Background: an optimization exercise with open tools, aiming at small area. Do not read the settings as production practice.
Only simulation tests tie the RTL to the original design; equivalence was not proved.
Power figures rest on the tool's default switching activity, not on a simulated workload.

job 2615:
// cap_pipe_top
module cap_pipe_top (
    input  wire logic                CLK,
    input  wire logic                rst_n,
    input  wire logic                insn_valid,
    input  wire logic [31:0]         insn,
    output logic                     retire_valid,
    output logic [38:0]              retire    
);
Size in the first run: ~1200 flip-flops, roughly 75 I/O pins.
Settings: LEC_CHECK=0, CAP_MARGIN=20, CORE_MARGIN=2, CORE_UTILIZATION=55, PLACE_DENSITY=0.65, SLEW_MARGIN=20, SYNTH_HIERARCHICAL=1; clock period 6.0 ns.
standard.sh (not shown) runs the stock make flow with config.mk's settings and CLKGATE_MAP_FILE= SYNTH_SCRIPT=/design/flow/synth_recipe.tcl, a recipe that flattens the netlist after the stock synthesis.
==> flow/flow/run.sh <==
#!/bin/bash
# The standard ORFS layout (standard.sh, standard synthesis unchanged) with
# three changes: 1x port buffers; a clock tree of 16x leaf buffers that
# each take up to 30 sinks within 70 um, without dummy loads; and, after
# global routing, downsizing of gates off the critical paths
# (RECOVER_POWER), which keeps the worst slack non-negative.
# make's output goes to standard.log here; each ORFS step keeps its own
# log under orfs/logs.
set -euo pipefail
cd "$(dirname "$0")/.."
export BUFFER_PORTS_ARGS="-buffer_cell sky130_fd_sc_hd__buf_1"
export CTS_ARGS="-sink_clustering_enable -repair_clock_nets -dont_use_dummy_load -sink_clustering_size 30 -sink_clustering_max_diameter 70 -buf_list sky130_fd_sc_hd__clkbuf_16"
export RECOVER_POWER=100
bash standard.sh > standard.log 2>&1
Nothing crashed in job 2615 and all stages finished; the problem is that the final layout failed, the offending checks being max-capacitance violations, max-slew violations.
Setup changes, job 2615 to job 3032
==> flow/flow/run.sh <==
#!/bin/bash
# The standard ORFS layout (standard.sh, standard synthesis unchanged) with
# two changes: 1x port buffers, and a clock tree of 16x leaf buffers that
# each take up to 30 sinks within 60 um, without dummy loads.
# make's output goes to standard.log here; each ORFS step keeps its own
# log under orfs/logs.
set -euo pipefail
cd "$(dirname "$0")/.."
export BUFFER_PORTS_ARGS="-buffer_cell sky130_fd_sc_hd__buf_1"
export CTS_ARGS="-sink_clustering_enable -repair_clock_nets -dont_use_dummy_load -sink_clustering_size 30 -sink_clustering_max_diameter 60 -buf_list sky130_fd_sc_hd__clkbuf_16"
bash standard.sh > standard.log 2>&1
[summary]
Job 3032 reached the final stage; the timing, DRC and antenna checks on its layout passed. The non-clock buffer count in job 3032 sits 1 above the value recorded for job 2615. Reported for job 2615 and job 3032, initial core utilization turned out identical to the last digit. Length in cells of the worst reg-to-reg path | job 3032 above job 2615. Job 3032 against job 2615: setup slack after layout went up; worst slew margin relative to its limit moved up; global-route usage now larger; clock latency at the later pin of the worst-skew pair lost 20 ps; routed wire length rose by 700 um. Clock-buffer cell count was lower in job 2615 than in job 3032.
#### Input delta (job 8724 over job 3032)
==> flow/flow/run.sh <==
#!/bin/bash
# The standard ORFS layout (standard.sh, standard synthesis unchanged) with
# two changes: 1x port buffers, and a clock tree of 16x leaf buffers that
# each take up to 30 sinks within 70 um, without dummy loads.
# make's output goes to standard.log here; each ORFS step keeps its own
# log under orfs/logs.
set -euo pipefail
cd "$(dirname "$0")/.."
export BUFFER_PORTS_ARGS="-buffer_cell sky130_fd_sc_hd__buf_1"
export CTS_ARGS="-sink_clustering_enable -repair_clock_nets -dont_use_dummy_load -sink_clustering_size 30 -sink_clustering_max_diameter 70 -buf_list sky130_fd_sc_hd__clkbuf_16"
bash standard.sh > standard.log 2>&1
[summary]
On sequential power share: between job 8724 and job 3032, it ends up lower for job 3032. Global-route met3 utilization sits lower in job 8724 than in job 3032. Changes observed in job 8724 relative to job 3032: total CTS buffers decreased by 27% relative to the old numbers, net switching share of the total power closely matched the old numbers, die extent in y closely matched the old numbers. Looking at proportion of power drawn by the clock network across job 8724 and job 3032, the one that comes out lower is job 8724. Between job 3032 and job 8724, the largest stage delay on the critical path figures differ only marginally. Where final period demand of the worst path is concerned, job 3032 is better than job 8724. Taking job 3032 as the reference, in job 8724 aggregate routed wire length went down by about 0.6%, total power went down by about 5.4%, count of TritonRoute iterations in the first routing pass went down by 7.

static timing again, ports no longer ideal:
No port has a modelled driver above. Below, the same layouts with a new extraction and two added sets of constraints.
Step 1 assumes that a clkbuf_16 drives the clock port and a buf_2 every other input.
Step 2 times the ports against the registers' clock, not the clock port: input delays grow and output delays shrink by t, the midpoint of the rising clock arrivals with the driver on.
a / b / c = ideal / step 1 / step 2; a / b = the first two.
run | t, ns | setup WS [ns] | worst setup path at the end | worst slew at a driven data input, ns
job 2615 | 0.720 | 0.063 / 0.063 / 0.063 | register to register | 0.03
job 3032 | 0.702 | 0.145 / 0.145 / 0.145 | register to register | 0.03
job 8724 | 0.716 | 0.120 / 0.120 / 0.120 | register to register | 0.03
